Source: an optimization exercise on an open RTL-to-GDS flow (aim: small area). Production flows keep margins and buffers that such runs may drop.
Where RTL was checked, it was by simulation tests only, not by an equivalence proof against the original.
The RTL of run 7 was laid out without a check of its function.
Power is estimated from default activity; no workload was simulated.

[config.mk]
export PLATFORM = sky130hd
export DESIGN_NAME = hdc_encoder_top
export DESIGN_NICKNAME = hdc_encoder_top
export VERILOG_FILES = /design/flow/design.v
export SDC_FILE = /design/flow/constraint.sdc
export NUM_CORES = 4
export LEC_CHECK = 0
export ABC_AREA = 0
export CAP_MARGIN = 20
export CORE_MARGIN = 2
export CORE_UTILIZATION = 55
export CTS_CLUSTER_DIAMETER = 100
export CTS_CLUSTER_SIZE = 32
export PLACE_DENSITY = 0.7
export SLEW_MARGIN = 20
export SYNTH_HIERARCHICAL = 1
[constraint.sdc]
create_clock -name core_clock -period 5.0 [get_ports {clk_i}]
set_input_delay 1.0000 -clock core_clock [delete_from_list [all_inputs] [get_ports {clk_i}]]
set_output_delay 1.0000 -clock core_clock [all_outputs]
set_load 0.01 [all_outputs]
[design.v]
`default_nettype none
package hdc_pkg;
  localparam int unsigned HV_DIM     = 128;
  localparam int unsigned IM_ADDR_W  = 10;
  localparam int unsigned SET_W      = 3;
  localparam int unsigned INDEX_W    = 7;
  localparam int unsigned SEED_W     = 32;
  localparam int unsigned NUM_SETS   = 8;
  localparam int unsigned BUND_CNT_W = 8;
  localparam logic [SEED_W-1:0] CIM_BASE_SEED = 32'd621635317;
  localparam logic [NUM_SETS*SEED_W-1:0] ORTHO_SEEDS = {
    32'd2535149661,
    32'd2525737372,
    32'd4032445525,
    32'd811160829,
    32'd2850820469,
    32'd3074702788,
    32'd2391206478,
    32'd1103779247
  };
endpackage
module hdc_nor2  (input wire a, input wire b, output wire y);                  assign y = ~(a | b);              endmodule
module hdc_and2  (input wire a, input wire b, output wire y);                  assign y = a & b;                 endmodule
module hdc_xor2  (input wire a, input wire b, output wire y);                  assign y = a ^ b;                 endmodule
module hdc_xnor2 (input wire a, input wire b, output wire y);                  assign y = ~(a ^ b);              endmodule
module hdc_o21ai (input wire a1, input wire a2, input wire b1, output wire y); assign y = ~((a1 | a2) & b1);     endmodule
module hdc_o21a  (input wire a1, input wire a2, input wire b1, output wire y); assign y = (a1 | a2) & b1;        endmodule
module hdc_mux2i (input wire a0, input wire a1, input wire s, output wire y);  assign y = ~(s ? a1 : a0);         endmodule
`default_nettype wire
`default_nettype none
module item_mem_port (
  input  logic        cim_i,
  input  logic [2:0]  set_i,
  input  logic [4:0]  rot_i,      
  output logic [31:0] nrot_o
);
  logic [31:0] seed;
  logic [4:0]  sel;
  logic [31:0] st [6];
  assign seed  = (cim_i ? hdc_pkg::CIM_BASE_SEED
                        : hdc_pkg::ORTHO_SEEDS[set_i*32 +: 32]);
  assign sel   = rot_i & {5{~cim_i}};
  assign st[0] = seed;
  for (genvar k = 0; k < 5; k++) begin : g_stage
    for (genvar j = 0; j < 32; j++) begin : g_bit
      hdc_mux2i u_mux (
        .a0 ( st[k][j]                   ),
        .a1 ( st[k][(j + 32 - (1 << k)) % 32] ),
        .s  ( sel[k]                     ),
        .y  ( st[k+1][j]                 )
      );
    end
  end
  assign nrot_o = st[5];
endmodule
`default_nettype wire
`default_nettype none
module hv_bundler (
  input  logic         clk_i,
  input  logic         arst_n_i,
  input  logic         valid_i,
  input  logic         last_i,
  input  logic [127:0] e_i,        
  output logic         par_o,      
  output logic [127:0] qhv_o,
  output logic         qhv_valid_o
);
  logic start_q;
  logic par_q;
  logic qhv_valid_q;
  logic [127:0][7:0] x_q;
  logic [127:0][7:0] x_d;
  always_ff @(posedge clk_i or negedge arst_n_i) begin
    if (!arst_n_i) begin
      start_q     <= 1'b1;
      par_q       <= 1'b0;
      qhv_valid_q <= 1'b0;
    end else begin
      qhv_valid_q <= valid_i & last_i;
      if (valid_i) begin
        start_q <= last_i;
        par_q   <= ~par_o;
      end
    end
  end
  assign par_o = par_q & ~start_q;
  logic nvalid, nstart;
  assign nvalid = ~valid_i;
  assign nstart = ~start_q;
  for (genvar i = 0; i < 128; i++) begin : g_pos
    logic [7:0] t;     
    logic [6:0] nm, u;
    logic       m7;
    assign t[0] = e_i[i];
    for (genvar k = 0; k < 7; k++) begin : g_bit
      hdc_nor2 u_nm (.a(x_q[i][k]), .b(start_q), .y(nm[k]));
      if (k % 2 == 0) begin : g_even
        hdc_nor2  u_u (.a(nvalid), .b(t[k]), .y(u[k]));
        hdc_o21ai u_t (.a1(x_q[i][k]), .a2(start_q), .b1(t[k]), .y(t[k+1]));
      end else begin : g_odd
        hdc_and2  u_u (.a(valid_i), .b(t[k]), .y(u[k]));
        hdc_nor2  u_t (.a(t[k]), .b(nm[k]), .y(t[k+1]));
      end
      hdc_xnor2 u_d (.a(nm[k]), .b(u[k]), .y(x_d[i][k]));
    end
    hdc_and2  u_m7 (.a(x_q[i][7]), .b(nstart), .y(m7));
    hdc_xnor2 u_d7 (.a(m7), .b(t[7]), .y(x_d[i][7]));
    assign qhv_o[i] = x_q[i][7];
  end
  always_ff @(posedge clk_i) begin
    x_q <= x_d;
  end
  assign qhv_valid_o = qhv_valid_q;
endmodule
`default_nettype wire
`default_nettype none
module hdc_encoder_top (
  input  logic              clk_i,
  input  logic              arst_n_i,
  input  logic              req_valid_i,
  input  logic              req_last_i,
  input  logic              req_cim_a_i,
  input  logic              req_cim_b_i,
  input  logic [9:0]        req_addr_a_i,
  input  logic [9:0]        req_addr_b_i,
  output logic [127:0]      qhv_o,
  output logic              qhv_valid_o
);
  logic       valid_q;
  logic       last_q;
  logic       cim_a_q, cim_b_q;
  logic [2:0] set_a_q, set_b_q;
  logic [4:0] rot_a_q, rot_b_q;
  logic [6:0] lo_q, hi_q;
  logic [6:0] flip_a, flip_b, lo_d, hi_d;
  assign flip_a = req_cim_a_i ? req_addr_a_i[9:3] : 7'd0;
  assign flip_b = req_cim_b_i ? req_addr_b_i[9:3] : 7'd0;
  assign lo_d   = (flip_a < flip_b) ? flip_a : flip_b;
  assign hi_d   = (flip_a < flip_b) ? flip_b : flip_a;
  always_ff @(posedge clk_i or negedge arst_n_i) begin
    if (!arst_n_i) begin
      valid_q <= 1'b0;
    end else begin
      valid_q <= req_valid_i;
    end
  end
  always_ff @(posedge clk_i) begin
    last_q  <= req_last_i;
    cim_a_q <= req_cim_a_i;
    cim_b_q <= req_cim_b_i;
    set_a_q <= req_addr_a_i[9:7];
    set_b_q <= req_addr_b_i[9:7];
    rot_a_q <= req_addr_a_i[4:0];
    rot_b_q <= req_addr_b_i[4:0];
    lo_q    <= lo_d;
    hi_q    <= hi_d;
  end
  logic         par, nvalid;
  logic [31:0]  nrot_a, nrot_b, per_x, per_p, per;
  logic [6:0]   lo, hi;
  assign nvalid = ~valid_q;
  item_mem_port u_im_a (.cim_i(cim_a_q), .set_i(set_a_q), .rot_i(rot_a_q), .nrot_o(nrot_a));
  item_mem_port u_im_b (.cim_i(cim_b_q), .set_i(set_b_q), .rot_i(rot_b_q), .nrot_o(nrot_b));
  for (genvar j = 0; j < 32; j++) begin : g_per
    hdc_xnor2 u_x (.a(nrot_a[j]), .b(nrot_b[j]), .y(per_x[j]));
    hdc_xor2  u_p (.a(per_x[j]), .b(par), .y(per_p[j]));
    hdc_nor2  u_v (.a(nvalid), .b(per_p[j]), .y(per[j]));
  end
  assign lo = lo_q;
  assign hi = hi_q;
  logic [7:0]  lo_gln, lo_gen, hi_gln, hi_gen;
  logic [15:0] lo_lln, hi_lln;
  always_comb begin
    for (int v = 0; v < 8; v++) begin
      lo_gln[v] = ~(v < lo[6:4]);
      lo_gen[v] = ~(v == lo[6:4]);
      hi_gln[v] = ~((v < hi[6:4]) & valid_q);
      hi_gen[v] = ~((v == hi[6:4]) & valid_q);
    end
    for (int v = 0; v < 16; v++) begin
      lo_lln[v] = ~(v < lo[3:0]);
      hi_lln[v] = ~(v < hi[3:0]);
    end
  end
  logic [127:0] lt_lo, nlt_hi, band, e;
  for (genvar i = 0; i < 128; i++) begin : g_bind
    hdc_o21ai u_lo (.a1(lo_gen[i/16]), .a2(lo_lln[i%16]), .b1(lo_gln[i/16]), .y(lt_lo[i]));
    hdc_o21a  u_hi (.a1(hi_gen[i/16]), .a2(hi_lln[i%16]), .b1(hi_gln[i/16]), .y(nlt_hi[i]));
    hdc_nor2  u_bd (.a(nlt_hi[i]), .b(lt_lo[i]), .y(band[i]));
    hdc_xor2  u_e  (.a(per[i % 32]), .b(band[i]), .y(e[i]));
  end
  hv_bundler u_bundler (
    .clk_i       ( clk_i       ),
    .arst_n_i    ( arst_n_i    ),
    .valid_i     ( valid_q     ),
    .last_i      ( last_q      ),
    .e_i         ( e           ),
    .par_o       ( par         ),
    .qhv_o       ( qhv_o       ),
    .qhv_valid_o ( qhv_valid_o )
  );
endmodule
`default_nettype wire
[run.sh]
#!/bin/bash
# synth_recipe.tcl (not shown) runs the flow's synth.tcl, then flattens the netlist and writes it again
# the make line also repeats each setting of config.mk as NAME=value (left out here)
make -C /OpenROAD-flow-scripts/flow DESIGN_CONFIG=/design/flow/config.mk WORK_HOME=/design/flow/orfs CLKGATE_MAP_FILE= SYNTH_SCRIPT=/design/flow/synth_recipe.tcl finish
==> results of run 1 <==
worst reg2reg max path: cells and delay by family, from the launching register on:
kind,cells,cell delay [ns]
buffers and inverters,3,0.47
flip-flops,1,0.42
XOR/XNOR,4,0.73
adder cells (fa/ha/maj),1,0.23
AO/OA/AOI/OAI,4,0.43
AND/OR/NAND/NOR,6,1.27
multiplexers,5,1.02
modules after synthesis, one instance, submodules excluded:
module / cells / flops+latches / area, um^2 / copies in the design
item_mem_port: 70 / 0 / 481.7 / 2
hdc_xor2: 1 / 0 / 8.758 / 160
hdc_mux2i: 1 / 0 / 10.01 / 320
hdc_nor2: 1 / 0 / 3.754 / 1952
hdc_xnor2: 1 / 0 / 8.758 / 1056
hdc_and2: 1 / 0 / 6.256 / 512
hdc_o21a: 1 / 0 / 7.507 / 128
hdc_o21ai: 1 / 0 / 5.005 / 640
hv_bundler: 1162 / 1027 / 21580 / 1
hdc_encoder_top: 166 / 34 / 1460 / 1
final cells by class:
cell class | instances | area share
clock inverter | 13 | 0.003874
timing repair buffer | 288 | 0.04797
tap | 1265 | 0.02753
clock buffer | 45 | 0.01885
antenna | 4 | 0.0001741
multi-input combinational | 5052 | 0.5301
inverter | 20 | 0.001480
sequential | 1061 | 0.3700
cell families after synthesis:
group,share of synthesized area
multiplexers,0.06362
buffers and inverters,0.02226
AO/OA/AOI/OAI,0.08645
XOR/XNOR,0.2027
adder cells (fa/ha/maj),0.004762
flip-flops,0.4046
AND/OR/NAND/NOR,0.2154
other,0.0002143
power by group:
part           internal (W)  switching [W]
Sequential           0.0126        0.00172
Combinational       0.00543        0.00594
Clock               0.00171        0.00276
Total                0.0197         0.0104
cells in the final DEF (no fill, tap or decap), types with 10 or more instances in the layout:
cell             instances
nor2_1                1960
xnor2_1               1054
dfxtp_1               1054
o21ai_1                642
and2_1                 518
mux2i_1                331
xor2_1                 154
clkdlybuf4s50_1        154
o21a_1                 128
buf_4                  116
conb_1                  52
clkbuf_16               43
nand2_1                 31
a21oi_1                 19
ha_1                    19
buf_12                  17
inv_1                   16
nand3_1                 15
nand2b_1                14
nor2b_4                 13
nor3_1                  12
nor2b_1                 11
a21o_1                  10
metal layers:
| metal | GRT usage | routed length [um] | up-vias |
|---|---|---|---|
| li1 | - | - | 20340 |
| met1 | 0.3334 | 57120 | 18340 |
| met2 | 0.3870 | 52900 | 588 |
| met3 | 0.02316 | 4221 | 138 |
| met4 | 0.05481 | 2533 | 0 |
| met5 | 0 | 0 | - |
per-stage QoR:
step                      hold WS [ns]  power [W]  setup slack (ns)  instance area (um^2)
after floorplan                 0.4493    0.02340            -6.675                 52740
final                           0.5042    0.03015            0.3699                 57490
after global placement          0.4792    0.02532            0.3732                 56070
after CTS                       0.5111    0.03036            0.3315                 57380
after global routing            0.5147    0.03241          0.002248                 57480
after detailed placement        0.4856    0.02580            0.3452                 56070
flip-flops by register name (all words and copies together), names as in the netlist:
register and cells:
rot_a_q 5, cim_a_q 1, cim_b_q 1, rot_b_q 5, valid_q 1, last_q 1
set_b_q 3, set_a_q 3, lo_q 7, u_bundler.par_q 1, u_bundler.x_q 1024, u_bundler.qhv_valid_q 1
hi_q 7, u_bundler.start_q 1
final timing paths:
path                                      end  slack, ns  cells past startpoint
setup / recovery           u_bundler.x_q[279]       0.37                     23
hold / removal             u_bundler.x_q[141]       0.50                      2
setup reg to reg           u_bundler.x_q[279]       0.37                     23
hold reg to reg            u_bundler.x_q[141]       0.50                      2
max in group asynchronous   u_bundler.start_q       4.17                      1
min in group asynchronous             valid_q       0.58                      1
==> flow_summary.yaml, run 1 <==
power:
  irDropWorstVdd_v: 0.0003549
  powerDensity_nw_per_um2: 524.5
  cellLeakagePower_nw: 22.44
synthesis:
  yosys.area.top_type: "dfxtp_1"
  synth_commonest_cells: "1965 x nor2_1, 1057 x dfxtp_1, 1056 x xnor2_1"
  synth_area_leaders: "dfxtp_1 40%, xnor2_1 18%, nor2_1 14%, mux2i_1 6.4%, and2_1 6.2%"
  synth_seq_cells: 1061
  ys_seq_area_frac: 0.4046
  netlist_instances: 6236
  ys.flop_type: "dfxtp_1"
  synth_top_area_frac: 0.4027
  syn_area_um2: 52550
  synth.most_common_cell: "nor2_1"
  avgSynthCellArea_um2: 8.427
  yosysWarnings: 11
  ys_types: 44
  synthArstFlopShare: 0.003770
  synth_edf_count: 0
route:
  drt_iter0_markers: 2878
  vias_per_cell: 5.087
  totalWireLength_um: 116800
  vias: 39410
  route.detailed.drc: 0
  wire_per_inst_um: 15.07
  ant_nets: 0
  drt_pass1_iterations: 6
placed_design:
  dp.cells: 7685
  io_buffers: 154
  dp_hpwl_um: 79570
  place.gp.congestion: 0.9073
global_route:
  grt.overflow.total: 0
  antenna_found_initial: 1
  grt_pass1_wl_um: 193800
  first_global_vias: 37930
  gr-usage-all-layers: 0.2354
  grt_start_max_net_pins: 219
cts:
  clk_path_buf_depth: 3
  clkLatencyLatePin_ns: 0.63
  cts_setup_buffers: 0
  clock_sinks: 1061
  cts_tree: "built"
  cts-root-buf: "clkbuf_16"
  numCtsBuffers: 43
  ctsHoldBuffers: 0
  clk_pin_slew_worst_paths_ns: 0.12
  htreeDepth: 2
  post_cts_resized: 0
critical_path:
  cp.buffers_inverters: 3
  cp_top_family: "simple AND/OR/NAND/NOR gates"
  cpMaxStageDelayCell: "dfxtp_2"
  cp.arrival_ns: 5.20
  worst-path-max-fanout: 7
  crit_chain: "inv_1 > ha_1 > nor2b_1 > nor3_1 > mux2i_1 > mux2i_1 > mux2i_1 > mux2i_1 > mux2i_1 > xnor2_1 > buf_4 > xor2_1 > nor2_1 > buf_4 > xor2_1 > o21ai_1 > nor2_1 > o21ai_1 > nor2_1 > o21ai_1 > nor2_1 > o21ai_1 > xnor2_1"
  crit_path_start_kind: "flip-flop"
  startpoint: "set_b_q[1]"
  endpoint_kind: "flip-flop"
  path_common_cell: "mux2i_1"
  crit_type: "flip-flop to flip-flop"
  r2r-start: "set_b_q[1]"
  crit_required_ns: 5.57
  max_stage_delay_ns: 0.42
sta:
  slew_violations: 0
  fin_setup_tns_ns: 0
  max_freq_ghz: 0.2160
  rsz0062_at_grt: "false"
  period_minus_slack_ns: 4.630
  max-slew-margin-rel: 0.1736
  finalCritPeriodShare: 0.9260
  tightest_slew_ns: 1.229
  hold_viol_final: 0
  skew_ns: 0.04710
  setup_viol: 0
floorplanning:
  initial_core_util: 0.5539
  die_w_um: 313.1
  core_um2: 94870
  die_area_um2: 98030
  row_count: 113
  ios: 155
  die_h_um: 313.1
run_status:
  status: "timing/DRC/antenna clean"
hold_path:
  min_path_type: "flip-flop to flip-flop"
  min_from: "u_bundler.x_q[141]"
layout:
  layout-drive-gt1-share: 0.03797
  syn2layout_area_growth_pct: 9.398
  final_util: 0.6060
  stdcell_count: 7748
  regArea_um2: 21270
  nFillCells: 8459
  layout.nets: 6512
  multi_input_area_um2: 30470
job:
  maxCapViolCount: 0
==> run 2: changes to the inputs <==
--- a/config.mk
+++ b/config.mk
@@ -11,5 +11,5 @@
 export CORE_UTILIZATION = 55
 export CTS_CLUSTER_DIAMETER = 100
-export CTS_CLUSTER_SIZE = 32
+export CTS_CLUSTER_SIZE = 25
 export PLACE_DENSITY = 0.7
 export SLEW_MARGIN = 20
==> flow_summary.yaml, run 2 <==
power:
  irDropWorstVdd_v: 0.0003965
  powerDensity_nw_per_um2: 526.6
  total_power_w: 0.03030
  cellLeakagePower_nw: 22.49
synthesis:
  synth_seq_cells: 1061
  synth_area_leaders: "dfxtp_1 40%, xnor2_1 18%, nor2_1 14%, mux2i_1 6.4%, and2_1 6.2%"
  netlist_instances: 6236
  yosysWarnings: 11
  synth_edf_count: 0
  avgSynthCellArea_um2: 8.427
  yosys.area.top_type: "dfxtp_1"
  ys_seq_area_frac: 0.4046
  ys.flop_type: "dfxtp_1"
  syn_area_um2: 52550
  synth_commonest_cells: "1965 x nor2_1, 1057 x dfxtp_1, 1056 x xnor2_1"
  synth.most_common_cell: "nor2_1"
  synth_top_area_frac: 0.4027
  synthArstFlopShare: 0.003770
  ys_types: 44
floorplanning:
  die_w_um: 313.1
  initial_core_util: 0.5539
  row_count: 113
  die_h_um: 313.1
  core_um2: 94870
  ios: 155
  die_area_um2: 98030
placed_design:
  io_buffers: 154
  place.gp.congestion: 0.9073
  dp_hpwl_um: 79570
  pre_cts_ws_ns: 0.3452
  dp.cells: 7685
critical_path:
  endpoint_kind: "flip-flop"
  worst-path-max-fanout: 7
  crit_path_start_kind: "flip-flop"
  crit_type: "flip-flop to flip-flop"
  cp.arrival_ns: 5.24
  crit_required_ns: 5.56
route:
  ant_nets: 0
  vias: 39400
  drt_pass1_iterations: 6
  wire_per_inst_um: 15.09
  vias_per_cell: 5.085
  route.detailed.drc: 0
  drt_iter0_markers: 2843
  totalWireLength_um: 116900
cts:
  clock_sinks: 1061
  clkLatencyLatePin_ns: 0.67
  numCtsBuffers: 50
  htreeDepth: 2
  cts_tree: "built"
  ctsHoldBuffers: 0
  cts-root-buf: "clkbuf_16"
  clk_path_buf_depth: 3
  clk_pin_slew_worst_paths_ns: 0.10
layout:
  multi_input_area_um2: 30460
  regArea_um2: 21270
  mostFrequentLayoutCells: "1961 x nor2_1, 1054 x xnor2_1, 1054 x dfxtp_1"
  layout-drive-gt1-share: 0.03780
  syn2layout_area_growth_pct: 9.507
  largest_reg_flops: 1024
  nFillCells: 8468
  stdcell_count: 7749
  final_common_cell: "nor2_1"
  top_regs: "u_bundler.x_q x1024, hi_q x7, lo_q x7"
  layout.nets: 6519
  top_register: "u_bundler.x_q"
global_route:
  grt_pass1_wl_um: 194200
  gr-usage-all-layers: 0.2364
  antenna_found_initial: 1
  grt_start_max_net_pins: 219
  first_global_vias: 37950
  grt.overflow.total: 0
sta:
  slew_violations: 0
  period_minus_slack_ns: 4.680
  rsz0062_at_grt: "true"
  skew_ns: 0.04790
  hold_viol_final: 0
  holdWs_ns: 0.5039
  max_freq_ghz: 0.2137
  fin_ws_ns: 0.3197
  max-slew-margin-rel: 0.2123
  setup_viol: 0
  tightest_slew_ns: 1.172
  finalCritPeriodShare: 0.9361
hold_path:
  min_path_type: "flip-flop to flip-flop"
run_status:
  status: "timing/DRC/antenna clean"
job:
  maxCapViolCount: 0
-- run 2: repair_timing --
action,CTS,global route
resized for setup,0,18
buffers inserted,0,0
setup endpoints to repair,0,65
-- run 2: final timing paths --
path,startpoint,to,slack (ns),depth (start not counted)
setup / recovery,set_a_q[1],u_bundler.x_q[111],0.32,22
hold / removal,u_bundler.x_q[941],u_bundler.x_q[941],0.50,2
setup reg to reg,set_a_q[1],u_bundler.x_q[111],0.32,22
hold reg to reg,u_bundler.x_q[941],u_bundler.x_q[941],0.50,2
max in group asynchronous,arst_n_i,u_bundler.start_q,4.17,1
min in group asynchronous,arst_n_i,valid_q,0.57,1
-- run 2: cells by family (layout without fill, tap and decap cells) --
group	count (synthesis)	after routing	share of synthesized area
flip-flops	1061	1061	0.4046
adder cells (fa/ha/maj)	20	20	0.004762
XOR/XNOR	1216	1216	0.2027
other	3	55	0.0002143
multiplexers	334	334	0.06362
AND/OR/NAND/NOR	2607	2607	0.2154
buffers and inverters	172	368	0.02226
AO/OA/AOI/OAI	823	823	0.08645
-- run 2: where the power goes --
group	leakage (nW)	switching (W)	internal (W)
sequential	8.93	0.00172	0.0126
clock	0.678	0.00272	0.00189
combinational	12.9	0.00594	0.00543
-- run 2: critical path, stage by stage, from the launching register on --
cell	delay, ns
dfxtp_1	0.46
inv_1	0.15
ha_2	0.42
and2_1	0.14
o21bai_1	0.09
mux2i_2	0.25
mux2i_1	0.15
mux2i_1	0.21
mux2i_1	0.14
mux2i_1	0.32
xnor2_1	0.18
xor2_1	0.19
nor2_1	0.21
buf_12	0.15
xor2_1	0.36
o21ai_1	0.17
nor2_1	0.21
o21ai_1	0.11
nor2_1	0.16
o21ai_1	0.10
nor2_1	0.16
o21ai_1	0.10
xnor2_1	0.16
-- run 2: Yosys stat by module, one instance, submodules excluded, a selection --
| module | cell area, um^2 | flip-flops and latches |
|---|---|---|
| hdc_xnor2 | 8.758 | 0 |
| hdc_mux2i | 10.01 | 0 |
| hdc_and2 | 6.256 | 0 |
| hdc_o21ai | 5.005 | 0 |
| hdc_xor2 | 8.758 | 0 |
| hv_bundler | 21580 | 1027 |
| hdc_encoder_top | 1460 | 34 |
| item_mem_port | 481.7 | 0 |
| hdc_o21a | 7.507 | 0 |
-- run 2: per-layer routing --
layer / global-route usage / vias to the layer above / wire, um
li1: - / 20350 / -
met1: 0.3332 / 18240 / 56870
met2: 0.3868 / 657 / 52820
met3: 0.02541 / 149 / 4654
met4: 0.05926 / 0 / 2592
met5: 0 / - / 0
-- run 2: final cells by class --
class                           count  share of cell area
Multi-Input combinational cell   5052              0.5292
Sequential cell                  1061              0.3697
Timing Repair Buffer              288             0.04792
Tap cell                         1265             0.02750
Clock buffer                       54             0.02255
Clock inverter                      6            0.001500
Inverter                           20            0.001479
Antenna cell                        3           0.0001305
-- run 2: metrics by stage --
stage	cell area, um^2	util	setup TNS (ns)
global route	57540	0.6065	-0.008142
detailed placement	56070	0.5910	0
finish	57550	0.6066	0
floorplan	52740	-	-6257.29
CTS	57460	0.6056	0
global placement	56070	0.5910	0
==> run 3: changes to the inputs <==
--- a/design.v
+++ b/design.v
@@ -185,6 +185,11 @@
   logic [127:0] lt_lo, nlt_hi, band, e;
   for (genvar i = 0; i < 128; i++) begin : g_bind
-    hdc_o21ai u_lo (.a1(lo_gen[i/16]), .a2(lo_lln[i%16]), .b1(lo_gln[i/16]), .y(lt_lo[i]));
-    hdc_o21a  u_hi (.a1(hi_gen[i/16]), .a2(hi_lln[i%16]), .b1(hi_gln[i/16]), .y(nlt_hi[i]));
+    if (i % 16 == 15) begin : g_top
+      assign lt_lo[i]  = ~lo_gln[i/16];
+      assign nlt_hi[i] = hi_gln[i/16];
+    end else begin : g_mid
+      hdc_o21ai u_lo (.a1(lo_gen[i/16]), .a2(lo_lln[i%16]), .b1(lo_gln[i/16]), .y(lt_lo[i]));
+      hdc_o21a  u_hi (.a1(hi_gen[i/16]), .a2(hi_lln[i%16]), .b1(hi_gln[i/16]), .y(nlt_hi[i]));
+    end
     hdc_nor2  u_bd (.a(nlt_hi[i]), .b(lt_lo[i]), .y(band[i]));
     hdc_xor2  u_e  (.a(per[i % 32]), .b(band[i]), .y(e[i]));
==> flow_summary.yaml, run 3 <==
floorplanning:
  ios: 155
  die_w_um: 312.9
  core_um2: 94730
  initial_core_util: 0.5540
  row_count: 113
  die_h_um: 312.9
  die_area_um2: 97900
route:
  vias_per_cell: 5.074
  route.detailed.drc: 0
  met3_length_um: 4370
  wl_met2_um: 51620
  vias: 39170
  drt_pass1_iterations: 5
  wl_met1_um: 56860
  dr.max_layer_used: "met4"
  ant_nets: 0
  totalWireLength_um: 115100
  wire_per_inst_um: 14.91
  drt_iter0_markers: 2593
layout:
  layout-drive-gt1-share: 0.03967
  top_regs: "u_bundler.x_q x1024, hi_q x7, lo_q x7"
  final_util: 0.6070
  nFillCells: 8301
  mostFrequentLayoutCells: "1954 x nor2_1, 1053 x xnor2_1, 1052 x dfxtp_1"
  top_register: "u_bundler.x_q"
  stdcell_count: 7719
  syn2layout_area_growth_pct: 9.568
  layout.nets: 6487
  n_antenna_cell: 0
  final_common_cell: "nor2_1"
  largest_reg_flops: 1024
synthesis:
  yosysWarnings: 11
  syn_area_um2: 52480
  netlist_instances: 6225
  ys_seq_area_frac: 0.4052
  synth_commonest_cells: "1965 x nor2_1, 1057 x dfxtp_1, 1056 x xnor2_1"
  synth_seq_cells: 1061
  ys.flop_type: "dfxtp_1"
  ys_types: 45
  synth_edf_count: 0
  synth.most_common_cell: "nor2_1"
  synth_top_area_frac: 0.4032
  synth_area_leaders: "dfxtp_1 40%, xnor2_1 18%, nor2_1 14%, mux2i_1 6.4%, and2_1 6.2%"
  synthArstFlopShare: 0.003770
  yosys.area.top_type: "dfxtp_1"
  avgSynthCellArea_um2: 8.430
placed_design:
  place.gp.congestion: 0.9167
  io_buffers: 154
  dp_hpwl_um: 77370
  dp.cells: 7653
cts:
  cts_setup_buffers: 0
  numCtsBuffers: 51
  htreeDepth: 2
  clk_path_buf_depth: 3
  ctsHoldBuffers: 0
  cts_tree: "built"
  clock_sinks: 1061
  clk_pin_slew_worst_paths_ns: 0.10
  cts-root-buf: "clkbuf_16"
  clkLatencyLatePin_ns: 0.66
sta:
  max_freq_ghz: 0.2152
  finalCritPeriodShare: 0.9294
  holdWs_ns: 0.4780
  setup_viol: 0
  rsz0062_at_grt: "false"
  skew_ns: 0.03164
  slew_violations: 0
  period_minus_slack_ns: 4.647
  tightest_slew_ns: 1.137
  max-slew-margin-rel: 0.2361
  hold_viol_final: 0
power:
  powerDensity_nw_per_um2: 529.2
  cellLeakagePower_nw: 22.49
  irDropWorstVdd_v: 0.0003406
critical_path:
  crit_required_ns: 5.54
  r2r_slack_ns: 0.35
  worst-path-max-fanout: 7
  endpoint_kind: "flip-flop"
  crit_type: "flip-flop to flip-flop"
  crit_path_start_kind: "flip-flop"
  cp.arrival_ns: 5.19
global_route:
  grt_pass1_wl_um: 190700
  first_global_vias: 37620
  antenna_found_initial: 0
  grt_start_max_net_pins: 239
  gr-usage-all-layers: 0.2317
  grt.overflow.total: 0
run_status:
  status: "timing/DRC/antenna clean"
hold_path:
  min_path_type: "flip-flop to flip-flop"
job:
  maxCapViolCount: 0
## run 3: changes by cell type after synthesis, moves of 3 or more
cell     delta
o21ai_1     -8
or2_1       +3
nand3_1     -4
nand2_1     +3
inv_1       +4
or2_2       -3
o21a_1      -8
## run 3: stage by stage
step	TNS [ns]	worst slack, ns	total power (W)	area (um^2)
6_report	0	0.3530	0.03042	57500
5_1_grt	0	0.03451	0.03265	57500
4_1_cts	0	0.2652	0.03060	57370
3_5_place_dp	0	0.2937	0.02579	55900
3_3_place_gp	0	0.2966	0.02530	55890
2_1_floorplan	-6257.33	-6.675	0.02339	52600
## run 3: cell type report
| type | count | area [um^2] | area share |
|---|---|---|---|
| Multi-Input combinational cell | 5020 | 30360 | 0.5280 |
| Inverter | 25 | 106.4 | 0.001850 |
| Tap cell | 1265 | 1583 | 0.02753 |
| Timing Repair Buffer | 282 | 2703 | 0.04700 |
| Clock inverter | 12 | 161.4 | 0.002807 |
| Clock buffer | 54 | 1309 | 0.02276 |
| Sequential cell | 1061 | 21280 | 0.3700 |
## run 3: cell families after synthesis
kind of cell             share of synthesized area
flip-flops                                  0.4052
buffers and inverters                      0.02253
adder cells (fa/ha/maj)                   0.004769
XOR/XNOR                                    0.2030
AO/OA/AOI/OAI                              0.08500
other                                    0.0002860
multiplexers                               0.06371
AND/OR/NAND/NOR                             0.2156
## run 3: Yosys stat by module, one instance, submodules excluded
module / flops+latches / area (um^2) / times used
hv_bundler: 1027 / 21580 / 1
hdc_encoder_top: 34 / 1486 / 1
item_mem_port: 0 / 481.7 / 2
hdc_mux2i: 0 / 10.01 / 320
hdc_xnor2: 0 / 8.758 / 1056
hdc_xor2: 0 / 8.758 / 160
hdc_o21a: 0 / 7.507 / 120
hdc_and2: 0 / 6.256 / 512
hdc_o21ai: 0 / 5.005 / 632
hdc_nor2: 0 / 3.754 / 1952
## run 3: what timing repair did
action / CTS / global route
endpoints found under the hold margin: 0 / 0
gates resized for setup: 0 / 30
setup endpoints to repair: 0 / 130
## run 3: worst paths after layout
check	depth (start not counted)	from	to
max	22	set_a_q[1]	u_bundler.x_q[63]
min	1	last_q	u_bundler.qhv_valid_q
max reg2reg	22	set_a_q[1]	u_bundler.x_q[63]
min reg2reg	1	last_q	u_bundler.qhv_valid_q
max in group asynchronous	1	arst_n_i	u_bundler.start_q
min in group asynchronous	1	arst_n_i	u_bundler.par_q
## run 3: per-layer routing
metal	GRT usage	up-vias
met1	0.3330	18150
met4	0.04959	0
li1	-	20280
met3	0.02395	141
met2	0.3764	603
met5	0	-
## run 3: worst max-delay path: stages (launching register included)
cell      delay, ns
dfxtp_2        0.40
inv_1          0.12
ha_1           0.38
and2_1         0.19
o21bai_1       0.22
mux2i_1        0.20
mux2i_1        0.30
mux2i_1        0.15
mux2i_1        0.23
mux2i_1        0.15
xnor2_1        0.32
xor2_1         0.12
nor2_2         0.22
xor2_1         0.29
buf_4          0.17
o21ai_1        0.10
nor2_1         0.19
o21ai_1        0.10
nor2_1         0.16
o21ai_1        0.10
nor2_1         0.16
o21ai_1        0.10
xnor2_1        0.15
## run 3: power breakdown
part	total, W	internal, W	switching [W]
Clock	0.00473	0.00197	0.00275
Combinational	0.0114	0.00545	0.00592
Sequential	0.0143	0.0126	0.00172
==> run 4: changes to the inputs <==
--- a/config.mk
+++ b/config.mk
@@ -7,5 +7,5 @@
 export LEC_CHECK = 0
 export ABC_AREA = 0
-export CAP_MARGIN = 20
+export CAP_MARGIN = 0
 export CORE_MARGIN = 2
 export CORE_UTILIZATION = 55
@@ -13,4 +13,4 @@
 export CTS_CLUSTER_SIZE = 25
 export PLACE_DENSITY = 0.7
-export SLEW_MARGIN = 20
+export SLEW_MARGIN = 0
 export SYNTH_HIERARCHICAL = 1
==> flow_summary.yaml, run 4 <==
run_status:
  status: "timing/DRC/antenna clean"
sta:
  hold_viol_final: 0
  fin_setup_tns_ns: 0
  period_minus_slack_ns: 4.633
  slew_violations: 0
  max-slew-margin-rel: 0.09584
  setup_viol: 0
  tightest_slew_ns: 1.347
  finalCritPeriodShare: 0.9267
  max_freq_ghz: 0.2158
  skew_ns: 0.02063
global_route:
  first_global_vias: 37870
  grt_pass1_wl_um: 191900
  antenna_found_initial: 0
  grt.overflow.total: 0
  gr-usage-all-layers: 0.2333
  grt_start_max_net_pins: 239
power:
  p_sw_w: 0.01037
  cellLeakagePower_nw: 22.45
  seq_power_share: 0.473
  irDropWorstVdd_v: 0.0003559
  powerDensity_nw_per_um2: 528.2
  internal_power_w: 0.01992
  switching_share: 0.3424
  clkPwrFrac: 0.152
  p_comb_frac: 0.375
synthesis:
  ys.flop_type: "dfxtp_1"
  yosysWarnings: 11
  synth_area_leaders: "dfxtp_1 40%, xnor2_1 18%, nor2_1 14%, mux2i_1 6.4%, and2_1 6.2%"
  synthArstFlopShare: 0.003770
  netlist_instances: 6225
  yosys.area.top_type: "dfxtp_1"
  synth_top_area_frac: 0.4032
  syn_area_um2: 52480
  synth.most_common_cell: "nor2_1"
  synth_edf_count: 0
  ys_types: 45
  avgSynthCellArea_um2: 8.430
  ys_seq_area_frac: 0.4052
  synth_commonest_cells: "1965 x nor2_1, 1057 x dfxtp_1, 1056 x xnor2_1"
  synth_seq_cells: 1061
cts:
  cts_tree: "built"
  cts-root-buf: "clkbuf_16"
  clk_pin_slew_worst_paths_ns: 0.10
  clkLatencyLatePin_ns: 0.67
  clk_path_buf_depth: 3
  numCtsBuffers: 50
  ctsHoldBuffers: 0
  cts_setup_buffers: 0
  clock_sinks: 1061
  post_cts_resized: 0
  htreeDepth: 2
floorplanning:
  die_area_um2: 97900
  ios: 155
  die_w_um: 312.9
  core_um2: 94730
  die_h_um: 312.9
  row_count: 113
  initial_core_util: 0.5540
placed_design:
  dp_hpwl_um: 77670
  place_area_um2: 55890
  io_buffers: 154
  place.gp.congestion: 0.9167
hold_path:
  min_from: "last_q"
  min_path_type: "flip-flop to flip-flop"
critical_path:
  crit_path_start_kind: "flip-flop"
  crit_required_ns: 5.55
  cp.arrival_ns: 5.19
  endpoint_kind: "flip-flop"
  startpoint: "set_b_q[1]"
  worst-path-max-fanout: 7
  crit_type: "flip-flop to flip-flop"
  r2r-start: "set_b_q[1]"
layout:
  final_common_cell: "nor2_1"
  layout.nets: 6486
  stdcell_area_um2: 57370
  n_antenna_cell: 0
  mostFrequentLayoutCells: "1957 x nor2_1, 1052 x xnor2_1, 1051 x dfxtp_1"
  largest_reg_flops: 1024
  top_register: "u_bundler.x_q"
  top_regs: "u_bundler.x_q x1024, hi_q x7, lo_q x7"
  nFillCells: 8444
  layout-drive-gt1-share: 0.03814
  syn2layout_area_growth_pct: 9.321
route:
  wire_per_inst_um: 14.97
  ant_nets: 0
  drt_iter0_markers: 2813
  route.detailed.drc: 0
  vias_per_cell: 5.085
  drt_pass1_iterations: 5
  totalWireLength_um: 115500
  vias: 39230
job:
  maxCapViolCount: 0
-- run 4: per-layer routing --
metal	part of all wire	up-vias	GRT usage
li1	-	20290	-
met1	0.49	18220	0.3316
met2	0.45	590	0.3814
met3	0.038	136	0.02481
met4	0.019	0	0.05350
met5	0	-	0
-- run 4: cells by family (layout without fill, tap and decap cells) --
logic type	Yosys count	count (layout)	synth area share
AND/OR/NAND/NOR	2605	2605	0.2156
flip-flops	1061	1061	0.4052
multiplexers	334	334	0.06371
AO/OA/AOI/OAI	809	809	0.08500
other	4	36	0.0002860
XOR/XNOR	1216	1216	0.2030
buffers and inverters	176	369	0.02253
adder cells (fa/ha/maj)	20	20	0.004769
-- run 4: area by class of cell --
class / count / area [um^2] / area share
Clock inverter: 8 / 91.34 / 0.001592
Clock buffer: 54 / 1287 / 0.02244
Sequential cell: 1061 / 21280 / 0.3709
Inverter: 25 / 102.6 / 0.001788
Multi-Input combinational cell: 5020 / 30320 / 0.5286
Tap cell: 1265 / 1583 / 0.02759
Timing Repair Buffer: 282 / 2703 / 0.04711
-- run 4: power groups by stage --
stage / logic, W / clock network [W] / registers (W)
CTS: 0.0114 / 0.00477 / 0.0143
floorplan: 0.00914 / 0 / 0.0142
global route: 0.0127 / 0.00505 / 0.0148
detailed placement: 0.0113 / 0 / 0.0145
global placement: 0.0109 / 0 / 0.0144
finish: 0.0114 / 0.00461 / 0.0143
-- run 4: worst max-delay path, cell delays in order (launching register included) --
cell	delay (ns)
dfxtp_2	0.42
inv_1	0.13
ha_1	0.42
nand2b_4	0.10
a21oi_1	0.21
mux2i_1	0.15
mux2i_1	0.24
mux2i_1	0.14
mux2i_1	0.25
mux2i_1	0.12
xnor2_1	0.40
xor2_1	0.14
nor2_2	0.30
xor2_1	0.26
buf_4	0.18
o21ai_1	0.08
nor2_1	0.19
o21ai_1	0.11
nor2_1	0.17
o21ai_1	0.10
nor2_1	0.14
o21ai_1	0.11
xnor2_1	0.16
-- run 4: final timing paths --
| check | end | slack [ns] | depth (start not counted) |
|---|---|---|---|
| max | u_bundler.x_q[327] | 0.37 | 22 |
| min | u_bundler.qhv_valid_q | 0.49 | 1 |
| max reg2reg | u_bundler.x_q[327] | 0.37 | 22 |
| min reg2reg | u_bundler.qhv_valid_q | 0.49 | 1 |
| max in group asynchronous | u_bundler.start_q | 4.23 | 1 |
| min in group asynchronous | valid_q | 0.53 | 1 |
-- run 4: per-stage QoR --
stage	total power, W	hold slack, ns	cells	setup slack [ns]	utilization
global placement	0.02530	0.4559	7653	0.2966	0.5901
finish	0.03030	0.4851	7715	0.3666	0.6056
CTS	0.03049	0.4859	7715	0.2365	0.6046
detailed placement	0.02580	0.4607	7653	0.2679	0.5901
floorplan	0.02339	0.4493	6257	-6.675	-
global route	0.03253	0.5012	7715	-0.02489	0.6056
-- run 4: Yosys stat by module, one instance, submodules excluded, excerpt --
module           flops+latches  area, um^2  times used
hdc_and2                     0       6.256         512
item_mem_port                0       481.7           2
hdc_mux2i                    0       10.01         320
hdc_o21ai                    0       5.005         632
hdc_encoder_top             34        1486           1
hdc_xor2                     0       8.758         160
hdc_o21a                     0       7.507         120
hdc_nor2                     0       3.754        1952
hv_bundler                1027       21580           1
==> run 5: changes to the inputs <==
--- a/config.mk
+++ b/config.mk
@@ -10,6 +10,7 @@
 export CORE_MARGIN = 2
 export CORE_UTILIZATION = 55
-export CTS_CLUSTER_DIAMETER = 100
-export CTS_CLUSTER_SIZE = 25
+export CTS_BUF_LIST = sky130_fd_sc_hd__clkbuf_8
+export CTS_CLUSTER_DIAMETER = 60
+export CTS_CLUSTER_SIZE = 16
 export PLACE_DENSITY = 0.7
 export SLEW_MARGIN = 0
==> flow_summary.yaml, run 5 <==
placed_design:
  dp_hpwl_um: 77670
  pre_cts_ws_ns: 0.2679
  dp.cells: 7653
  place.gp.congestion: 0.9167
  io_buffers: 154
route:
  ant_nets: 0
  totalWireLength_um: 116200
  vias_per_cell: 5.079
  drt_pass1_iterations: 6
  wire_per_inst_um: 14.91
  route.detailed.drc: 0
  vias: 39570
  drt_iter0_markers: 2822
global_route:
  gr-usage-all-layers: 0.2352
  grt.overflow.total: 0
  grt_util_met2: 0.3797
  antenna_found_initial: 1
  grt_pass1_wl_um: 192900
  grtUsageMet1: 0.3326
  grt_start_max_net_pins: 239
  grt-busiest-layer: "met2"
  use_met3: 0.03216
  first_global_vias: 38170
sta:
  setup_viol: 0
  max_freq_ghz: 0.2137
  fin_ws_ns: 0.3204
  finalCritPeriodShare: 0.9359
  skew_ns: 0.02904
  slew_violations: 0
  hold_viol_final: 0
  fin_setup_tns_ns: 0
  tightest_slew_ns: 1.250
  holdWs_ns: 0.4111
  max-slew-margin-rel: 0.1609
  period_minus_slack_ns: 4.680
cts:
  cts_tree: "built"
  cts-root-buf: "clkbuf_8"
  htreeDepth: 3
  clock_sinks: 1061
  clkLatencyLatePin_ns: 0.78
  clk_path_buf_depth: 3
  numCtsBuffers: 88
  clk_pin_slew_worst_paths_ns: 0.11
  ctsHoldBuffers: 0
synthesis:
  synth_top_area_frac: 0.4032
  synth_edf_count: 0
  synthArstFlopShare: 0.003770
  yosysWarnings: 11
  ys.flop_type: "dfxtp_1"
  ys_types: 45
  synth_seq_cells: 1061
  synth_area_leaders: "dfxtp_1 40%, xnor2_1 18%, nor2_1 14%, mux2i_1 6.4%, and2_1 6.2%"
  avgSynthCellArea_um2: 8.430
  syn_area_um2: 52480
  yosys.area.top_type: "dfxtp_1"
  netlist_instances: 6225
  synth_commonest_cells: "1965 x nor2_1, 1057 x dfxtp_1, 1056 x xnor2_1"
  ys_seq_area_frac: 0.4052
  synth.most_common_cell: "nor2_1"
layout:
  mostFrequentLayoutCells: "1955 x nor2_1, 1052 x xnor2_1, 1051 x dfxtp_1"
  final_common_cell: "nor2_1"
  layout.nets: 6524
  syn2layout_area_growth_pct: 10.05
  stdcell_count: 7791
  nFillCells: 8427
  final_util: 0.6097
  top_register: "u_bundler.x_q"
  layout-drive-gt1-share: 0.04845
  top_regs: "u_bundler.x_q x1024, hi_q x7, lo_q x7"
  largest_reg_flops: 1024
power:
  irDropWorstVdd_v: 0.0003120
  powerDensity_nw_per_um2: 532.8
  cellLeakagePower_nw: 22.67
floorplanning:
  die_h_um: 312.9
  initial_core_util: 0.5540
  die_area_um2: 97900
  ios: 155
  die_w_um: 312.9
  row_count: 113
  core_um2: 94730
job:
  maxCapViolCount: 0
critical_path:
  endpoint_kind: "flip-flop"
  crit_path_start_kind: "flip-flop"
  cp.arrival_ns: 5.33
  crit_type: "flip-flop to flip-flop"
  worst-path-max-fanout: 7
  crit_required_ns: 5.65
hold_path:
  min_path_type: "input pin to asynchronous set/reset pin"
run_status:
  status: "timing/DRC/antenna clean"
-- run 5: cell count changes in the layout (fill, tap and decap cells not counted), moves of 6 or more --
cell / delta
bufinv_16: +6
clkbuf_8: +93
clkinvlp_4: +7
inv_1: +6
inv_8: +6
clkbuf_16: -51
-- run 5: per-layer routing --
layer  part of all wire  wire [um]
met2               0.45      51720
met3              0.047       5459
met5                  0          0
met1               0.49      56910
met4              0.018       2079
-- run 5: power breakdown --
group / total [W] / switching, W / internal (W)
logic: 0.0114 / 0.00592 / 0.00545
registers: 0.0143 / 0.00172 / 0.0126
clock network: 0.00508 / 0.00298 / 0.00210
total: 0.0308 / 0.0106 / 0.0201
-- run 5: repair_timing --
action,in CTS,in global routing
endpoints found under the setup margin,0,161
gates resized for setup,0,25
endpoints found under the hold margin,0,0
setup buffers,0,0
-- run 5: cell type report --
cell class                 instances  area, um^2  area share
timing repair buffer             282        2703     0.04680
clock buffer                      93        1280     0.02216
tap                             1265        1583     0.02741
inverter                          25       102.6    0.001777
multi-input combinational       5020       30320      0.5250
clock inverter                    41       476.7    0.008254
sequential                      1061       21280      0.3684
antenna                            4       10.01   0.0001733
-- run 5: worst paths after layout --
| path | start | cells after the start | slack (ns) | endpoint |
|---|---|---|---|---|
| max in group asynchronous | arst_n_i | 1 | 4.34 | u_bundler.start_q |
| min in group core_clock | last_q | 1 | 0.48 | u_bundler.qhv_valid_q |
| worst max register to register | set_a_q[1] | 22 | 0.32 | u_bundler.x_q[63] |
| worst min-delay path | arst_n_i | 1 | 0.41 | u_bundler.par_q |
| worst max-delay path | set_a_q[1] | 22 | 0.32 | u_bundler.x_q[63] |
| worst min register to register | last_q | 1 | 0.48 | u_bundler.qhv_valid_q |
-- run 5: logic make-up (layout without fill, tap and decap cells) --
logic type      after synthesis  in the layout  share of synthesized area
xor+xnor                   1216           1216                     0.2030
fa+ha+maj                    20             20                   0.004769
compound gates              809            809                    0.08500
mux                         334            334                    0.06371
flops                      1061           1061                     0.4052
buf+inv                     176            441                    0.02253
simple gates               2605           2605                     0.2156
other cells                   4             40                  0.0002860
-- run 5: metrics by stage --
step / cell area, um^2 / power (W)
after CTS: 57650 / 0.03100
final: 57750 / 0.03077
after floorplan: 52600 / 0.02339
after global placement: 55890 / 0.02530
after detailed placement: 55890 / 0.02580
after global routing: 57750 / 0.03309
-- run 5: per-module statistics from Yosys, one instance, submodules excluded --
module | area (um^2) | cells
hdc_o21ai | 5.005 | 1
hdc_mux2i | 10.01 | 1
hv_bundler | 21580 | 1162
item_mem_port | 481.7 | 70
hdc_encoder_top | 1486 | 171
hdc_and2 | 6.256 | 1
hdc_xnor2 | 8.758 | 1
hdc_xor2 | 8.758 | 1
hdc_nor2 | 3.754 | 1
hdc_o21a | 7.507 | 1
-- run 5: critical path, cell delays in order (launching register included) --
cell,delay [ns]
dfxtp_2,0.40
inv_1,0.13
ha_1,0.38
and2_1,0.19
o21bai_1,0.22
mux2i_1,0.19
mux2i_1,0.29
mux2i_1,0.14
mux2i_1,0.21
mux2i_1,0.15
xnor2_1,0.34
xor2_1,0.13
nor2_2,0.22
xor2_1,0.33
buf_4,0.18
o21ai_1,0.10
nor2_1,0.19
o21ai_1,0.10
nor2_1,0.16
o21ai_1,0.10
nor2_1,0.16
o21ai_1,0.10
xnor2_1,0.15
==> run 6: changes to the inputs <==
==> flow/run.sh (new file) <==
#!/bin/bash
# Standard layout, with the port buffers made from the smallest buffer cell.
set -euo pipefail
bash standard.sh BUFFER_PORTS_ARGS="-buffer_cell sky130_fd_sc_hd__buf_1" finish > standard.log 2>&1
==> standard.sh (new file) <==
#!/bin/bash
# synth_recipe.tcl (not shown) runs the flow's synth.tcl, then flattens the netlist and writes it again
# the make line also repeats each setting of config.mk as NAME=value (left out here)
make -C /OpenROAD-flow-scripts/flow DESIGN_CONFIG=/design/flow/config.mk WORK_HOME=/design/flow/orfs CLKGATE_MAP_FILE= SYNTH_SCRIPT=/design/flow/synth_recipe.tcl "${@:-finish}"
==> config.mk (replaced) <==
export PLATFORM = sky130hd
export DESIGN_NAME = hdc_encoder_top
export DESIGN_NICKNAME = hdc_encoder_top
export VERILOG_FILES = /design/flow/design.v
export SDC_FILE = /design/flow/constraint.sdc
export NUM_CORES = 4
export LEC_CHECK = 0
export ABC_AREA = 0
export CAP_MARGIN = 20
export CORE_MARGIN = 2
export CORE_UTILIZATION = 55
export CTS_CLUSTER_DIAMETER = 100
export CTS_CLUSTER_SIZE = 25
export PLACE_DENSITY = 0.7
export SLEW_MARGIN = 20
export SYNTH_HIERARCHICAL = 1
removed: run.sh
==> flow_summary.yaml, run 6 <==
power:
  p_sw_w: 0.01042
  clkPwrFrac: 0.160
  irDropWorstVdd_v: 0.0003489
  powerDensity_nw_per_um2: 531.2
  cellLeakagePower_nw: 22.18
  p_comb_frac: 0.365
  switching_share: 0.3466
  seq_power_share: 0.475
  internal_power_w: 0.01964
synthesis:
  yosys.area.top_type: "dfxtp_1"
  netlist_instances: 6225
  ys.flop_type: "dfxtp_1"
  avgSynthCellArea_um2: 8.430
  synth_seq_cells: 1061
  synthArstFlopShare: 0.003770
  ys_seq_area_frac: 0.4052
  ys_types: 45
  synth_commonest_cells: "1965 x nor2_1, 1057 x dfxtp_1, 1056 x xnor2_1"
  synth.most_common_cell: "nor2_1"
  synth_edf_count: 0
  yosysWarnings: 11
  syn_area_um2: 52480
  synth_area_leaders: "dfxtp_1 40%, xnor2_1 18%, nor2_1 14%, mux2i_1 6.4%, and2_1 6.2%"
  synth_top_area_frac: 0.4032
floorplanning:
  row_count: 113
  die_w_um: 312.9
  core_um2: 94730
  ios: 155
  initial_core_util: 0.5540
  die_area_um2: 97900
  die_h_um: 312.9
sta:
  max_freq_ghz: 0.2151
  skew_ns: 0.03808
  holdWs_ns: 0.1420
  setup_viol: 0
  period_minus_slack_ns: 4.649
  slew_violations: 0
  rsz0062_at_grt: "false"
  hold_viol_final: 0
  tightest_slew_ns: 1.299
  max-slew-margin-rel: 0.1284
  finalCritPeriodShare: 0.9298
route:
  drt_pass1_iterations: 6
  vias: 39250
  route.detailed.drc: 0
  vias_per_cell: 5.077
  ant_nets: 0
  drt_iter0_markers: 3033
  totalWireLength_um: 115700
  wire_per_inst_um: 14.96
layout:
  layout.nets: 6497
  largest_reg_flops: 1024
  nFillCells: 8389
  final_common_cell: "nor2_1"
  final_util: 0.5974
  layout-drive-gt1-share: 0.03790
  syn2layout_area_growth_pct: 7.837
  top_register: "u_bundler.x_q"
  mostFrequentLayoutCells: "1963 x nor2_1, 1056 x xnor2_1, 1054 x dfxtp_1"
  top_regs: "u_bundler.x_q x1024, hi_q x7, lo_q x7"
critical_path:
  worst-path-max-fanout: 5
  cp.arrival_ns: 5.24
  crit_path_start_kind: "flip-flop"
  crit_type: "flip-flop to flip-flop"
  r2r-start: "set_a_q[1]"
  crit_required_ns: 5.60
  reg2regPathDepth: 22
  r2r_slack_ns: 0.35
  r2r-end: "u_bundler.x_q[751]"
  endpoint_kind: "flip-flop"
cts:
  clock_sinks: 1061
  htreeDepth: 2
  clkLatencyLatePin_ns: 0.69
  cts_tree: "built"
  cts-root-buf: "clkbuf_16"
  numCtsBuffers: 52
  clk_path_buf_depth: 3
  clk_pin_slew_worst_paths_ns: 0.09
placed_design:
  io_buffers: 154
  dp_hpwl_um: 77610
  place.gp.congestion: 0.9228
global_route:
  grt_pass1_wl_um: 190200
  grt.overflow.total: 0
  antenna_found_initial: 0
  grt_start_max_net_pins: 254
  gr-usage-all-layers: 0.2323
  first_global_vias: 37130
run_status:
  status: "timing/DRC/antenna clean"
hold_path:
  min_path_type: "input pin to asynchronous set/reset pin"
job:
  maxCapViolCount: 0
## run 6: cell types whose count changed in the layout (fill, tap and decap cells not counted), sizes merged
| cell | delta |
|---|---|
| buf | +162 |
| bufinv | -6 |
| clkbuf | -36 |
| clkdlybuf4s50 | -154 |
| clkinv | -6 |
| clkinvlp | -6 |
| diode | -3 |
| inv | -12 |
## run 6: per-stage QoR
stage / power, W / std cells / worst slack [ns] / instance area (um^2) / TNS (ns)
finish: 0.03006 / 7730 / 0.3510 / 56590 / 0
global route: 0.03229 / 7729 / 0.01272 / 56590 / 0
CTS: 0.03032 / 7726 / 0.2873 / 56530 / 0
detailed placement: 0.02538 / 7659 / 0.3354 / 55000 / 0
global placement: 0.02491 / 7659 / 0.3602 / 55000 / 0
floorplan: 0.02339 / 6257 / -6.675 / 52600 / -6257.33
## run 6: layout make-up
cell class                      count  area, um^2  area share
Multi-Input combinational cell   5020       30250      0.5346
Timing Repair Buffer              291        1849     0.03268
Inverter                           25       102.6    0.001813
Sequential cell                  1061       21270      0.3759
Tap cell                         1265        1583     0.02797
Clock inverter                     11       157.7    0.002786
Antenna cell                        1       2.502  0.00004422
Clock buffer                       56        1369     0.02419
## run 6: power groups by stage
stage / Sequential (W) / Clock [W] / Combinational (W)
2_1_floorplan: 0.0142 / 0 / 0.00914
3_3_place_gp: 0.0143 / 0 / 0.0106
3_5_place_dp: 0.0144 / 0 / 0.0109
4_1_cts: 0.0143 / 0.00501 / 0.0110
5_1_grt: 0.0147 / 0.00527 / 0.0123
6_report: 0.0143 / 0.00482 / 0.0110
## run 6: worst max path at each step
| stage | cells past startpoint | to | from | slack (ns) |
|---|---|---|---|---|
| 2_1_floorplan | 12 | u_bundler.x_q[1014] | u_bundler.start_q | -6.68 |
| 3_3_place_gp | 24 | u_bundler.x_q[831] | set_b_q[1] | 0.36 |
| 3_5_place_dp | 21 | u_bundler.x_q[463] | set_b_q[2] | 0.34 |
| 4_1_cts | 21 | u_bundler.x_q[463] | set_b_q[2] | 0.29 |
| 5_1_grt | 23 | u_bundler.x_q[735] | set_b_q[1] | 0.01 |
| 6_report | 22 | u_bundler.x_q[751] | set_a_q[1] | 0.35 |
## run 6: logic make-up (layout without fill, tap and decap cells)
family,Yosys count,in the layout,share of synthesized area
compound gates,809,809,0.08500
xor+xnor,1216,1216,0.2030
fa+ha+maj,20,20,0.004769
buf+inv,176,383,0.02253
flops,1061,1061,0.4052
mux,334,334,0.06371
other cells,4,37,0.0002860
simple gates,2605,2605,0.2156
## run 6: modules after synthesis, one instance, submodules excluded
module           cells  flops+latches  area, um^2  copies in the design
hdc_and2             1              0       6.256                   512
hdc_encoder_top    171             34        1486                     1
hdc_mux2i            1              0       10.01                   320
hdc_nor2             1              0       3.754                  1952
hdc_o21a             1              0       7.507                   120
hdc_o21ai            1              0       5.005                   632
hdc_xnor2            1              0       8.758                  1056
hdc_xor2             1              0       8.758                   160
hv_bundler        1162           1027       21580                     1
item_mem_port       70              0       481.7                     2
## run 6: layer usage
metal | track usage | vias to the layer above | wire length [um]
met3 | 0.02587 | 143 | 4272
met4 | 0.05176 | 0 | 2341
li1 | - | 20330 | -
met5 | 0 | - | 0
met1 | 0.3315 | 18170 | 57040
met2 | 0.3780 | 607 | 52030
## run 6: what timing repair did
| item | CTS | global route |
|---|---|---|
| setup buffers | 0 | 0 |
| hold buffers | 0 | 0 |
| gates resized for setup | 0 | 7 |
| setup endpoints to repair | 0 | 52 |
## run 6: critical path, stage by stage, from the launching register on
cell	delay (ns)
dfxtp_1	0.34
inv_1	0.11
ha_1	0.38
and2_1	0.19
o21bai_1	0.18
mux2i_1	0.13
mux2i_1	0.39
mux2i_1	0.18
mux2i_1	0.26
mux2i_1	0.13
xnor2_1	0.26
xor2_1	0.13
nor2_1	0.18
buf_4	0.17
xor2_1	0.28
o21ai_1	0.17
nor2_1	0.20
o21ai_1	0.11
nor2_1	0.17
o21ai_1	0.12
nor2_1	0.19
o21ai_1	0.10
xnor2_1	0.20
==> run 7: changes to the inputs <==
--- a/design.v
+++ b/design.v
@@ -26,4 +26,7 @@
 module hdc_o21ai (input wire a1, input wire a2, input wire b1, output wire y); assign y = ~((a1 | a2) & b1);     endmodule
 module hdc_o21a  (input wire a1, input wire a2, input wire b1, output wire y); assign y = (a1 | a2) & b1;        endmodule
+module hdc_a221o (input wire a1, input wire a2, input wire b1, input wire b2, input wire c1, output wire y);
+  assign y = (a1 & a2) | (b1 & b2) | c1;
+endmodule
 module hdc_mux2i (input wire a0, input wire a1, input wire s, output wire y);  assign y = ~(s ? a1 : a0);         endmodule
 `default_nettype wire
@@ -169,28 +172,23 @@
   assign lo = lo_q;
   assign hi = hi_q;
-  logic [7:0]  lo_gln, lo_gen, hi_gln, hi_gen;
-  logic [15:0] lo_lln, hi_lln;
+  logic [7:0]  grp_f, grp_a, grp_b;
+  logic [15:0] ge_l, lt_l;
+  logic        same;
+  assign same = lo[6:4] == hi[6:4];
   always_comb begin
     for (int v = 0; v < 8; v++) begin
-      lo_gln[v] = ~(v < lo[6:4]);
-      lo_gen[v] = ~(v == lo[6:4]);
-      hi_gln[v] = ~((v < hi[6:4]) & valid_q);
-      hi_gen[v] = ~((v == hi[6:4]) & valid_q);
+      grp_f[v] = valid_q & (v > lo[6:4]) & (v < hi[6:4]);
+      grp_a[v] = valid_q & (v == lo[6:4]);
+      grp_b[v] = valid_q & (v == hi[6:4]) & ~same;
     end
     for (int v = 0; v < 16; v++) begin
-      lo_lln[v] = ~(v < lo[3:0]);
-      hi_lln[v] = ~(v < hi[3:0]);
-    end
-  end
-  logic [127:0] lt_lo, nlt_hi, band, e;
+      lt_l[v] = v < hi[3:0];
+      ge_l[v] = (v >= lo[3:0]) & (~same | lt_l[v]);
+    end
+  end
+  logic [127:0] band, e;
   for (genvar i = 0; i < 128; i++) begin : g_bind
-    if (i % 16 == 15) begin : g_top
-      assign lt_lo[i]  = ~lo_gln[i/16];
-      assign nlt_hi[i] = hi_gln[i/16];
-    end else begin : g_mid
-      hdc_o21ai u_lo (.a1(lo_gen[i/16]), .a2(lo_lln[i%16]), .b1(lo_gln[i/16]), .y(lt_lo[i]));
-      hdc_o21a  u_hi (.a1(hi_gen[i/16]), .a2(hi_lln[i%16]), .b1(hi_gln[i/16]), .y(nlt_hi[i]));
-    end
-    hdc_nor2  u_bd (.a(nlt_hi[i]), .b(lt_lo[i]), .y(band[i]));
+    hdc_a221o u_bd (.a1(grp_a[i/16]), .a2(ge_l[i%16]), .b1(grp_b[i/16]), .b2(lt_l[i%16]),
+                    .c1(grp_f[i/16]), .y(band[i]));
     hdc_xor2  u_e  (.a(per[i % 32]), .b(band[i]), .y(e[i]));
   end
--- a/config.mk
+++ b/config.mk
@@ -7,5 +7,5 @@
 export LEC_CHECK = 0
 export ABC_AREA = 0
-export CAP_MARGIN = 20
+export CAP_MARGIN = 0
 export CORE_MARGIN = 2
 export CORE_UTILIZATION = 55
@@ -13,4 +13,4 @@
 export CTS_CLUSTER_SIZE = 25
 export PLACE_DENSITY = 0.7
-export SLEW_MARGIN = 20
+export SLEW_MARGIN = 0
 export SYNTH_HIERARCHICAL = 1
==> flow_summary.yaml, run 7 <==
run_status:
  status: "timing/DRC/antenna clean"
critical_path:
  cp.arrival_ns: 5.12
  startpoint: "set_b_q[0]"
  crit_type: "flip-flop to flip-flop"
  worst-path-max-fanout: 5
  cpMaxStageDelayCell: "ha_1"
  crit_required_ns: 5.54
  r2r_slack_ns: 0.42
  cp_top_family: "XOR/XNOR gates"
  r2r-start: "set_b_q[0]"
  crit_path_start_kind: "flip-flop"
  reg2regPathDepth: 23
  path_common_cell: "mux2i_1"
  endpoint_kind: "flip-flop"
  cp.buffers_inverters: 3
  crit_chain: "inv_1 > ha_1 > and2_1 > o21bai_1 > mux2i_1 > mux2i_1 > mux2i_1 > mux2i_1 > mux2i_1 > xnor2_1 > xor2_1 > nor2_1 > buf_4 > buf_4 > xor2_1 > o21ai_1 > nor2_1 > o21ai_1 > nor2_1 > o21ai_1 > nor2_1 > o21ai_1 > xnor2_1"
  max_stage_delay_ns: 0.40
  r2r-end: "u_bundler.x_q[239]"
layout:
  layout.nets: 6316
  final_util: 0.6013
  mostFrequentLayoutCells: "1851 x nor2_1, 1056 x xnor2_1, 1055 x dfxtp_1"
  top_register: "u_bundler.x_q"
  nFillCells: 8297
  stdcell_count: 7535
  regArea_um2: 21270
  multi_input_area_um2: 29710
  syn2layout_area_growth_pct: 8.319
  top_regs: "u_bundler.x_q x1024, hi_q x7, lo_q x7"
  largest_reg_flops: 1024
  layout-drive-gt1-share: 0.04268
  final_common_cell: "nor2_1"
job:
  maxCapViolCount: 0
synthesis:
  yosysWarnings: 11
  synthArstFlopShare: 0.003770
  synth_seq_cells: 1061
  ys_seq_area_frac: 0.4097
  synth_commonest_cells: "1856 x nor2_1, 1057 x dfxtp_1, 1056 x xnor2_1"
  synth_edf_count: 0
  ys.flop_type: "dfxtp_1"
  netlist_instances: 6003
  synth_top_area_frac: 0.4078
  syn_area_um2: 51890
  synth_top_family_by_area: "simple AND/OR/NAND/NOR gates"
  yosys.area.top_type: "dfxtp_1"
  muxShareOfSynthArea: 0.06443
  ys_types: 45
  avgSynthCellArea_um2: 8.644
  synth-compound-area-share: 0.08312
  synth_area_leaders: "dfxtp_1 41%, xnor2_1 18%, nor2_1 13%, mux2i_1 6.4%, and2_1 6.2%"
  synthXorXnorAreaFrac: 0.2058
  synth_fa_ha_area_frac: 0.004823
  synth.most_common_cell: "nor2_1"
  synth_simple_gate_area_share: 0.2094
floorplanning:
  die_h_um: 311.2
  row_count: 112
  core_um2: 93470
  die_area_um2: 96820
  die_w_um: 311.2
  ios: 155
  initial_core_util: 0.5552
sta:
  tightest_slew_ns: 1.140
  max-slew-margin-rel: 0.2398
  slew_violations: 0
  hold_viol_final: 0
  setup_viol: 0
  rsz0062_at_grt: "false"
  period_minus_slack_ns: 4.582
  skew_ns: 0.03214
  fin_setup_tns_ns: 0
  finalCritPeriodShare: 0.9163
  max_freq_ghz: 0.2183
placed_design:
  io_buffers: 154
  dp_hpwl_um: 78180
  place.gp.congestion: 0.9049
  dp.cells: 7472
route:
  drt_iter0_markers: 2872
  route.detailed.drc: 0
  totalWireLength_um: 115700
  ant_nets: 0
  drt_pass1_iterations: 5
  wire_per_inst_um: 15.36
  vias: 38630
  vias_per_cell: 5.127
global_route:
  first_global_vias: 36830
  grt.overflow.total: 0
  gr-usage-all-layers: 0.2345
  antenna_found_initial: 2
  grt_start_max_net_pins: 231
  grt_pass1_wl_um: 189900
power:
  clkPwrFrac: 0.156
  seq_power_share: 0.471
  cellLeakagePower_nw: 22.05
  powerDensity_nw_per_um2: 541.3
  switching_share: 0.3451
  p_sw_w: 0.01050
  p_comb_frac: 0.373
  irDropWorstVdd_v: 0.0003812
  internal_power_w: 0.01992
cts:
  cts-root-buf: "clkbuf_16"
  htreeDepth: 2
  numCtsBuffers: 50
  clkLatencyLatePin_ns: 0.67
  clk_pin_slew_worst_paths_ns: 0.11
  clock_sinks: 1061
  clk_path_buf_depth: 3
  cts_tree: "built"
hold_path:
  min_path_type: "input pin to asynchronous set/reset pin"
run 7: cell families after synthesis:
| kind of cell | after synthesis |
|---|---|
| mux | 334 |
| flops | 1061 |
| other cells | 3 |
| compound gates | 706 |
| simple gates | 2490 |
| fa+ha+maj | 20 |
| xor+xnor | 1219 |
| buf+inv | 170 |
run 7: worst reg2reg max path, cell delays in order (launching register included):
cell and delay, ns:
dfxtp_1 0.35, inv_1 0.08, ha_1 0.40, and2_1 0.20, o21bai_1 0.20, mux2i_1 0.17, mux2i_1 0.26, mux2i_1 0.14
mux2i_1 0.21, mux2i_1 0.12, xnor2_1 0.36, xor2_1 0.19, nor2_1 0.07, buf_4 0.18, buf_4 0.14, xor2_1 0.30
o21ai_1 0.16, nor2_1 0.15, o21ai_1 0.11, nor2_1 0.16, o21ai_1 0.11, nor2_1 0.16, o21ai_1 0.10, xnor2_1 0.16
run 7: layout make-up:
| type | count | share of cell area |
|---|---|---|
| Sequential cell | 1061 | 0.3785 |
| Antenna cell | 2 | 0.00008904 |
| Timing Repair Buffer | 324 | 0.03744 |
| Clock buffer | 55 | 0.02373 |
| Clock inverter | 6 | 0.002337 |
| Multi-Input combinational cell | 4813 | 0.5285 |
| Tap cell | 1254 | 0.02791 |
| Inverter | 20 | 0.001491 |
run 7: modules after synthesis, one instance, submodules excluded, excerpt:
module / cell area (um^2) / copies in the design
hdc_mux2i: 10.01 / 320
hdc_encoder_top: 1602 / 1
hdc_and2: 6.256 / 512
hdc_xor2: 8.758 / 160
hdc_a221o: 10.01 / 128
hdc_o21ai: 5.005 / 512
hdc_xnor2: 8.758 / 1056
run 7: how the worst max path moves through the flow:
stage	end	slack [ns]	cells past startpoint
2_1_floorplan	u_bundler.x_q[1014]	-6.68	12
3_3_place_gp	u_bundler.x_q[471]	0.45	23
3_5_place_dp	u_bundler.x_q[623]	0.42	23
4_1_cts	u_bundler.x_q[623]	0.39	23
5_1_grt	u_bundler.x_q[719]	0.02	25
6_report	u_bundler.x_q[239]	0.42	23
run 7: repair_timing:
action,CTS,global route
hold buffers,0,0
setup buffers,0,0
resized for setup,0,6
setup endpoints to repair,0,22
run 7: per-stage QoR:
step	area, um^2	setup WS, ns	hold WS, ns	power (W)
after floorplan	52050	-6.679	0.4493	0.02381
after global placement	54730	0.4477	0.4563	0.02530
after detailed placement	54730	0.4233	0.4618	0.02578
after CTS	56190	0.3926	0.08931	0.03065
after global routing	56200	0.01878	0.1250	0.03272
final	56210	0.4183	0.1462	0.03042
run 7: power by group through the flow:
stage	registers (W)	clock network [W]	logic, W
floorplan	0.0143	0	0.00953
global placement	0.0144	0	0.0109
detailed placement	0.0145	0	0.0113
CTS	0.0143	0.00493	0.0114
global route	0.0148	0.00522	0.0127
finish	0.0143	0.00476	0.0113
run 7: per-layer routing:
layer / up-vias / part of all wire / global-route usage
li1: 19870 / - / -
met1: 17950 / 0.49 / 0.3290
met2: 651 / 0.44 / 0.3704
met3: 159 / 0.051 / 0.04259
met4: 0 / 0.023 / 0.06258
met5: - / 0 / 0

separate check: timing with driven ports:
How much do the figures lean on ideal ports? The routed layouts below were timed once more, with nothing changed but the port constraints.
Step 1, drivers: a clkbuf_16 drives clk_i and a buf_2 each remaining input, both assumed.
Step 2 also shifts input and output timing later by t, the mid clock arrival at the registers, as if the neighbouring blocks saw the same clock.
Three values: no drivers, after step 1, after step 2; two values: the first two.
run	t (ns)	slack for setup (ns)	slew at the worst register clock pin (ns)
run 1	0.686	0.370 / 0.370 / 0.370	0.12 / 0.12
run 2	0.714	0.320 / 0.320 / 0.320	0.11 / 0.11
run 3	0.713	0.353 / 0.353 / 0.353	0.10 / 0.10
run 4	0.730	0.367 / 0.367 / 0.367	0.10 / 0.10
run 5	0.839	0.320 / 0.320 / 0.320	0.11 / 0.11
run 6	0.733	0.351 / 0.351 / 0.351	0.10 / 0.10
run 7	0.724	0.418 / 0.418 / 0.418	0.11 / 0.11
After both steps every run listed still meets setup and hold.
